What follows belongs to an exercise in optimizing a design on an open flow for a short achievable clock period and few clock cycles; a production flow would make more cautious choices. Only simulation tests tie the RTL to the original design; equivalence was not proved. The clock port is modelled as an ideal driver; clocking choices that lean on that would not hold on a real chip. No activity file was given, so power comes from the tool's default toggle rates.

Setup of blue:
Design icache_top, start of the top module:
module icache_top (
  input  logic                      clk_i,
  input  logic                      rst_ni,
  input  logic                      flush_i,
  input  logic                      if_req_i,
  input  logic [32-1:0] if_addr_i,
  output logic                      if_ack_o,
  output logic [31:0]               if_data_o,
  output logic                      m_arvalid_o,
  output logic [32-1:0] m_araddr_o,
  input  logic                      m_arready_i,
  input  logic                      m_rvalid_i,
  input  logic [31:0]               m_rdata_i,
  output logic                      m_rready_o
);
export LEC_CHECK = 0
export ABC_CLOCK_PERIOD_IN_PS = 3500
export CAP_MARGIN = 20
export CORE_MARGIN = 2
export CORE_UTILIZATION = 45
export PLACE_DENSITY = 0.6
export SETUP_SLACK_MARGIN = 2.5
export SLEW_MARGIN = 20
create_clock -name core_clock -period 6.0 [get_ports {clk_i}]
standard.sh (not shown) runs the stock make flow with config.mk's settings and CLKGATE_MAP_FILE= SYNTH_SCRIPT=/design/flow/synth_recipe.tcl, a recipe that flattens the netlist after the stock synthesis.
==> flow/flow/run.sh <==
#!/bin/bash
# Standard ORFS layout, with plain buffers on the ports (faster than the delay
# cells buffer_ports picks by default), and the slow 4-input NOR/OR cells
# added to the platform's don't-use list; after CTS a second timing repair
# works on the worst endpoints only.
set -euo pipefail
export BUFFER_PORTS_ARGS="-buffer_cell sky130_fd_sc_hd__buf_4"
export POST_CTS_TCL="$PWD/flow/post_cts.tcl"
DU="sky130_fd_sc_hd__probe_p_8 sky130_fd_sc_hd__probec_p_8 sky130_fd_sc_hd__lpflow_bleeder_1 sky130_fd_sc_hd__lpflow_clkbufkapwr_1 sky130_fd_sc_hd__lpflow_clkbufkapwr_16 sky130_fd_sc_hd__lpflow_clkbufkapwr_2 sky130_fd_sc_hd__lpflow_clkbufkapwr_4 sky130_fd_sc_hd__lpflow_clkbufkapwr_8 sky130_fd_sc_hd__lpflow_clkinvkapwr_1 sky130_fd_sc_hd__lpflow_clkinvkapwr_16 sky130_fd_sc_hd__lpflow_clkinvkapwr_2 sky130_fd_sc_hd__lpflow_clkinvkapwr_4 sky130_fd_sc_hd__lpflow_clkinvkapwr_8 sky130_fd_sc_hd__lpflow_decapkapwr_12 sky130_fd_sc_hd__lpflow_decapkapwr_3 sky130_fd_sc_hd__lpflow_decapkapwr_4 sky130_fd_sc_hd__lpflow_decapkapwr_6 sky130_fd_sc_hd__lpflow_decapkapwr_8 sky130_fd_sc_hd__lpflow_inputiso0n_1 sky130_fd_sc_hd__lpflow_inputiso0p_1 sky130_fd_sc_hd__lpflow_inputiso1n_1 sky130_fd_sc_hd__lpflow_inputiso1p_1 sky130_fd_sc_hd__lpflow_inputisolatch_1 sky130_fd_sc_hd__lpflow_isobufsrc_1 sky130_fd_sc_hd__lpflow_isobufsrc_16 sky130_fd_sc_hd__lpflow_isobufsrc_2 sky130_fd_sc_hd__lpflow_isobufsrc_4 sky130_fd_sc_hd__lpflow_isobufsrc_8 sky130_fd_sc_hd__lpflow_isobufsrckapwr_16 sky130_fd_sc_hd__lpflow_lsbuf_lh_hl_isowell_tap_1 sky130_fd_sc_hd__lpflow_lsbuf_lh_hl_isowell_tap_2 sky130_fd_sc_hd__lpflow_lsbuf_lh_hl_isowell_tap_4 sky130_fd_sc_hd__lpflow_lsbuf_lh_isowell_4 sky130_fd_sc_hd__lpflow_lsbuf_lh_isowell_tap_1 sky130_fd_sc_hd__lpflow_lsbuf_lh_isowell_tap_2 sky130_fd_sc_hd__lpflow_lsbuf_lh_isowell_tap_4 "
for c in nor4 nor4b nor4bb or4 or4b or4bb; do for s in 1 2 4; do DU="$DU sky130_fd_sc_hd__${c}_${s}"; done; done
bash standard.sh "DONT_USE_CELLS=$DU" finish > standard.log 2>&1
==> flow/flow/post_cts.tcl <==
# A second timing repair after CTS that works only on the worst endpoints
# (the fetch port's same-cycle outputs), then legalizes again.
repair_timing -setup -setup_margin 3.0 -repair_tns 0 -verbose
detailed_placement
check_placement -verbose
Testbench counts of blue, summed over its fixed seeds: cycles 29,485.
Inputs modified between blue and purple:
diff --git a/flow/design.v b/flow/design.v
--- a/flow/design.v
+++ b/flow/design.v
@@ -38,24 +38,25 @@
   assign addr = if_addr_i[31:2];
   logic [31:0] mem_q [64];
   logic [23:0] tag_q [16];
   logic [15:0] lval_q;    
   logic [63:0] wval_q;    
   logic [29:0] p_q;       
   logic [29:0] pn_q;      
   logic [29:0] pa_q;      
   logic        pv_q;      
   logic [29:0] n_q;       
   logic [31:0] d_q;       
   logic        ok_q;      
+  logic        oks1_q, oks2_q, oks3_q;    
   logic        lok_q;     
   logic        need_q;    
   logic        byp_q;     
   logic        mode_q;    
   logic        alloc_q;   
   logic [29:0] last_q;    
   logic [29:0] lb_q;      
   logic [29:0] le_q;      
   logic        lv_q;      
   logic [5:0]  fq_iw_q   [8];   
   logic [7:0]  fq_live_q;
   logic [3:0]  cnt_q;
@@ -95,25 +96,44 @@
     else if (miss_new) lok_nx = 1'b0;
     else               lok_nx = lok_q || start;
   end
   logic [29:0] pred_n;
   assign pred_n = (lv_q && (n_q == le_q)) ? lb_q : n_q + 30'd1;
   logic match, ack, miss_new;
   assign match    = pv_q && (addr == p_q);
   assign ack      = if_req_i && match && !mode_q && !alloc_q && (ok_q || fwd_p);
   assign miss_new = if_req_i && !match;
   logic match_o;
   assign match_o  = pv_q && (addr == ~pn_q);
   assign if_ack_o = if_req_i && match_o && !mode_q && !alloc_q && (ok_q || fwd_p);
-  assign if_data_o = ok_q ? d_q : m_rdata_i;
+  assign if_data_o[7:0]   = ok_q    ? d_q[7:0]   : m_rdata_i[7:0];
+  assign if_data_o[15:8]  = !oks1_q ? d_q[15:8]  : m_rdata_i[15:8];
+  assign if_data_o[23:16] = oks2_q  ? d_q[23:16] : m_rdata_i[23:16];
+  assign if_data_o[31:24] = !oks3_q ? d_q[31:24] : m_rdata_i[31:24];
+  logic ok_nx;
+  always_comb begin
+    if (flush_i)       ok_nx = 1'b0;
+    else if (ack)      ok_nx = ok_n;
+    else if (miss_new) ok_nx = 1'b0;
+    else if (mode_q)   ok_nx = ok_n;
+    else               ok_nx = ok_q || fwd_p;
+  end
+  always_ff @(posedge clk_i or negedge rst_ni) begin
+    if (!rst_ni) oks1_q <= 1'b1;
+    else         oks1_q <= !ok_nx;
+  end
+  always_ff @(posedge clk_i) begin
+    oks2_q <= ok_nx;
+    oks3_q <= !ok_nx;
+  end
   logic start, arfire;
   assign start  = if_req_i && match && need_q;
   logic match_a;
   assign match_a = pv_q && (addr == pa_q);
   assign m_arvalid_o = arv_q || (if_req_i && match_a && need_q);
   assign m_araddr_o  = arv_q ? {ar_line_q, ar_w_q, 2'b00} : {p_q, 2'b00};
   assign arfire = m_arvalid_o && m_arready_i;
   logic [3:0] cnt_nn, cnt_nf, cnt_n;
   assign cnt_nn = cnt_q - {3'd0, beat};
   assign cnt_nf = cnt_q + 4'd1 - {3'd0, beat};
   assign cnt_n  = arfire ? cnt_nf : cnt_nn;
   logic [2:0] push_at;
## What came out
Diff purple..blue | flip-flop and latch share of the layout cell area | negligible
From blue to purple the numbers moved as follows: largest fanout on the critical path went down 1, fmax went down 0.0018 GHz, wire length went up 9800 um, clock skew went up 37 ps, wire length of the first global-routing pass went up 2.7%.
In the reports for blue and purple, the smaller global-route usage belongs to blue.
When purple is measured against blue, its final net count turns out 88 lower.
Looking only at part of the total power dissipated in sequential elements, and setting everything else aside, the higher value of blue and purple goes to purple.
The starting density of the core was comparable across blue and purple.
Compared blue against purple; area of the placeable core within noise.
The combinational share of power in purple was lower than what blue gave.
Testbench counts of purple, summed over its fixed seeds: cycles 29,485.

* * *

RTL: one of the versions met above, not the one the previous note started from.
For scale: ~6,000 cells after synthesis, roughly 120,000 um^2 of cells after synthesis.
Settings: LEC_CHECK=0, ABC_CLOCK_PERIOD_IN_PS=3500, CAP_MARGIN=20, CORE_MARGIN=2, CORE_UTILIZATION=45, PLACE_DENSITY=0.6, SETUP_SLACK_MARGIN=2.5, SLEW_MARGIN=20; clock period 6.0 ns.
==> flow/flow/run.sh <==
#!/bin/bash
# Standard ORFS layout, with plain buffers on the ports (faster than the delay
# cells buffer_ports picks by default), and the slow 4-input NOR/OR cells
# added to the platform's don't-use list.
set -euo pipefail
export BUFFER_PORTS_ARGS="-buffer_cell sky130_fd_sc_hd__buf_4"
DU="sky130_fd_sc_hd__probe_p_8 sky130_fd_sc_hd__probec_p_8 sky130_fd_sc_hd__lpflow_bleeder_1 sky130_fd_sc_hd__lpflow_clkbufkapwr_1 sky130_fd_sc_hd__lpflow_clkbufkapwr_16 sky130_fd_sc_hd__lpflow_clkbufkapwr_2 sky130_fd_sc_hd__lpflow_clkbufkapwr_4 sky130_fd_sc_hd__lpflow_clkbufkapwr_8 sky130_fd_sc_hd__lpflow_clkinvkapwr_1 sky130_fd_sc_hd__lpflow_clkinvkapwr_16 sky130_fd_sc_hd__lpflow_clkinvkapwr_2 sky130_fd_sc_hd__lpflow_clkinvkapwr_4 sky130_fd_sc_hd__lpflow_clkinvkapwr_8 sky130_fd_sc_hd__lpflow_decapkapwr_12 sky130_fd_sc_hd__lpflow_decapkapwr_3 sky130_fd_sc_hd__lpflow_decapkapwr_4 sky130_fd_sc_hd__lpflow_decapkapwr_6 sky130_fd_sc_hd__lpflow_decapkapwr_8 sky130_fd_sc_hd__lpflow_inputiso0n_1 sky130_fd_sc_hd__lpflow_inputiso0p_1 sky130_fd_sc_hd__lpflow_inputiso1n_1 sky130_fd_sc_hd__lpflow_inputiso1p_1 sky130_fd_sc_hd__lpflow_inputisolatch_1 sky130_fd_sc_hd__lpflow_isobufsrc_1 sky130_fd_sc_hd__lpflow_isobufsrc_16 sky130_fd_sc_hd__lpflow_isobufsrc_2 sky130_fd_sc_hd__lpflow_isobufsrc_4 sky130_fd_sc_hd__lpflow_isobufsrc_8 sky130_fd_sc_hd__lpflow_isobufsrckapwr_16 sky130_fd_sc_hd__lpflow_lsbuf_lh_hl_isowell_tap_1 sky130_fd_sc_hd__lpflow_lsbuf_lh_hl_isowell_tap_2 sky130_fd_sc_hd__lpflow_lsbuf_lh_hl_isowell_tap_4 sky130_fd_sc_hd__lpflow_lsbuf_lh_isowell_4 sky130_fd_sc_hd__lpflow_lsbuf_lh_isowell_tap_1 sky130_fd_sc_hd__lpflow_lsbuf_lh_isowell_tap_2 sky130_fd_sc_hd__lpflow_lsbuf_lh_isowell_tap_4 "
for c in nor4 nor4b nor4bb or4 or4b or4bb; do for s in 1 2 4; do DU="$DU sky130_fd_sc_hd__${c}_${s}"; done; done
bash standard.sh "DONT_USE_CELLS=$DU" finish > standard.log 2>&1
Testbench counts at the start, summed over its fixed seeds: cycles 29,485.
Next try:
--- a/flow/design.v
+++ b/flow/design.v
@@ -39,42 +39,43 @@
   logic [31:0] mem_q [64];
   logic [23:0] tag_q [16];
   logic [15:0] lval_q;    
   logic [63:0] wval_q;    
   logic [29:0] p_q;       
   logic [29:0] pn_q;      
   logic [29:0] pa_q;      
   logic        pv_q;      
   logic [29:0] n_q;       
   logic [31:0] d_q;       
   logic        ok_q;      
-  logic        oks1_q, oks2_q, oks3_q;    
   logic        lok_q;     
   logic        need_q;    
   logic        byp_q;     
   logic        mode_q;    
   logic        alloc_q;   
   logic [29:0] last_q;    
   logic [29:0] lb_q;      
   logic [29:0] le_q;      
   logic        lv_q;      
   logic [5:0]  fq_iw_q   [8];   
   logic [7:0]  fq_live_q;
   logic [3:0]  cnt_q;
   logic        rdy_q;          
   logic        arv_q;
   logic [27:0] ar_line_q;
   logic [1:0]  ar_w_q;
   logic [2:0]  eng_cnt_q;   
   logic        eng_live_q;
   logic        lineok_n;
+  logic        lineok_a;
+  assign lineok_a = lval_q[addr[5:2]] && (tag_q[addr[5:2]] == addr[29:6]);
   logic [15:0] eq_n;
   always_comb begin
     for (int i = 0; i < 16; i++) eq_n[i] = lval_q[i] && (tag_q[i] == n_q[29:6]);
   end
   assign lineok_n = eq_n[n_q[5:2]];
   logic [5:0]  head_iw;
   logic        head_live;
   logic        beat, beat_live;
   assign head_iw   = fq_iw_q[0];
   assign head_live = fq_live_q[0];
   assign m_rready_o = rdy_q;
@@ -84,55 +85,36 @@
   assign fwd_p = m_rvalid_i && byp_q;
   assign fwd_n = beat_live && (head_iw == n_q[5:0]);
   logic [31:0] d_n;
   logic        ok_n;
   assign d_n  = fwd_n ? m_rdata_i : mem_q[n_q[5:0]];
   assign ok_n = lineok_n && (wval_q[n_q[5:0]] || fwd_n);
   logic sel_n;
   assign sel_n = ack || (mode_q && !miss_new);
   logic        lok_nx;
   always_comb begin
     if (flush_i)       lok_nx = 1'b0;
-    else if (sel_n)    lok_nx = lineok_n;
+    else if (sel_n)    lok_nx = lineok_n || start;
     else if (miss_new) lok_nx = 1'b0;
     else               lok_nx = lok_q || start;
   end
   logic [29:0] pred_n;
   assign pred_n = (lv_q && (n_q == le_q)) ? lb_q : n_q + 30'd1;
   logic match, ack, miss_new;
   assign match    = pv_q && (addr == p_q);
   assign ack      = if_req_i && match && !mode_q && !alloc_q && (ok_q || fwd_p);
   assign miss_new = if_req_i && !match;
   logic match_o;
   assign match_o  = pv_q && (addr == ~pn_q);
   assign if_ack_o = if_req_i && match_o && !mode_q && !alloc_q && (ok_q || fwd_p);
-  assign if_data_o[7:0]   = ok_q    ? d_q[7:0]   : m_rdata_i[7:0];
-  assign if_data_o[15:8]  = !oks1_q ? d_q[15:8]  : m_rdata_i[15:8];
-  assign if_data_o[23:16] = oks2_q  ? d_q[23:16] : m_rdata_i[23:16];
-  assign if_data_o[31:24] = !oks3_q ? d_q[31:24] : m_rdata_i[31:24];
-  logic ok_nx;
-  always_comb begin
-    if (flush_i)       ok_nx = 1'b0;
-    else if (ack)      ok_nx = ok_n;
-    else if (miss_new) ok_nx = 1'b0;
-    else if (mode_q)   ok_nx = ok_n;
-    else               ok_nx = ok_q || fwd_p;
-  end
-  always_ff @(posedge clk_i or negedge rst_ni) begin
-    if (!rst_ni) oks1_q <= 1'b1;
-    else         oks1_q <= !ok_nx;
-  end
-  always_ff @(posedge clk_i) begin
-    oks2_q <= ok_nx;
-    oks3_q <= !ok_nx;
-  end
+  assign if_data_o = ok_q ? d_q : m_rdata_i;
   logic start, arfire;
   assign start  = if_req_i && match && need_q;
   logic match_a;
   assign match_a = pv_q && (addr == pa_q);
   assign m_arvalid_o = arv_q || (if_req_i && match_a && need_q);
   assign m_araddr_o  = arv_q ? {ar_line_q, ar_w_q, 2'b00} : {p_q, 2'b00};
   assign arfire = m_arvalid_o && m_arready_i;
   logic [3:0] cnt_nn, cnt_nf, cnt_n;
   assign cnt_nn = cnt_q - {3'd0, beat};
   assign cnt_nf = cnt_q + 4'd1 - {3'd0, beat};
   assign cnt_n  = arfire ? cnt_nf : cnt_nn;
@@ -255,35 +237,35 @@
         mode_q <= 1'b1;
         if (addr == lb_q) begin
           le_q <= last_q;
           lv_q <= 1'b1;
         end else begin
           lb_q <= addr;
           lv_q <= 1'b0;
         end
       end else if (mode_q) begin
         n_q    <= pred_n;
         ok_q   <= ok_n;
-        lok_q  <= lineok_n;
+        lok_q  <= lineok_n || start;
         mode_q <= 1'b0;
       end else begin
         if (fwd_p) ok_q <= 1'b1;
         if (start) lok_q <= 1'b1;
       end
       if (flush_i) begin
         ok_q  <= 1'b0;
         lok_q <= 1'b0;
       end
-      need_q <= !start && !miss_new && !lok_nx && engz_ns;
+      need_q <= miss_new ? !lineok_a && engz_ns : !start && !lok_nx && engz_ns;
       alloc_q <= start;
-      byp_q  <= sel_n    ? fq_live_nx[0] && (iw0_nx == n_q[5:0]) && lineok_n :
+      byp_q  <= sel_n    ? fq_live_nx[0] && (iw0_nx == n_q[5:0]) && (lineok_n || start) :
                 miss_new ? 1'b0 :
                            fq_live_nx[0] && (iw0_nx == p_q[5:0]) && (lok_q || start) && !flush_i;
     end
   end
   always_ff @(posedge clk_i) begin
     if (ack) begin
       pn_q <= ~n_q;
       pa_q <= n_q;
     end else if (miss_new) begin
       pn_q <= ~addr;
       pa_q <= addr;
What happened: Setup slack gains 0.083 ns. Maximum frequency grows by 2.3%. Total power is about the same. Register-to-register slack gains 0.05 ns. Synthesized cell count grows by 2.8%. Clock power shrinks by about 3%. Area after synthesis grows by about 2.5%.
Testbench counts after the change, summed over its fixed seeds: cycles 29,311.

-- static timing again, ports no longer ideal --
Ports are ideal in the flow. The routed layouts listed here were re-timed in OpenROAD. Step 1: set_driving_cell puts a clkbuf_16 on clk_i and a buf_2 on each other input, an assumption about the parent block. Step 2 times the ports against the registers' clock, not the clock port: input delays grow and output delays shrink by t, the midpoint of the rising clock arrivals with the driver on. Slacks: ideal ports / drivers / drivers and shift; pairs: ideal ports / drivers.
| run | shift t [ns] | setup WS [ns] | worst slew at a driven data input, ns |
|---|---|---|---|
| blue | 1.016 | 2.232 / 2.144 / 1.802 | 0.27 |
| purple | 0.956 | 2.205 / 2.141 / 1.580 | 0.33 |
| the first run of note 2 | 0.954 | 2.220 / 2.155 / 1.589 | 0.34 |
| the second run of note 2 | 0.938 | 2.303 / 2.002 / 1.562 | 0.39 |
After both steps setup and hold are still met in every run listed. For the second run of note 2, which loses most, drivers alone change the setup slack by -0.301 ns; drivers and shift together by -0.741 ns.
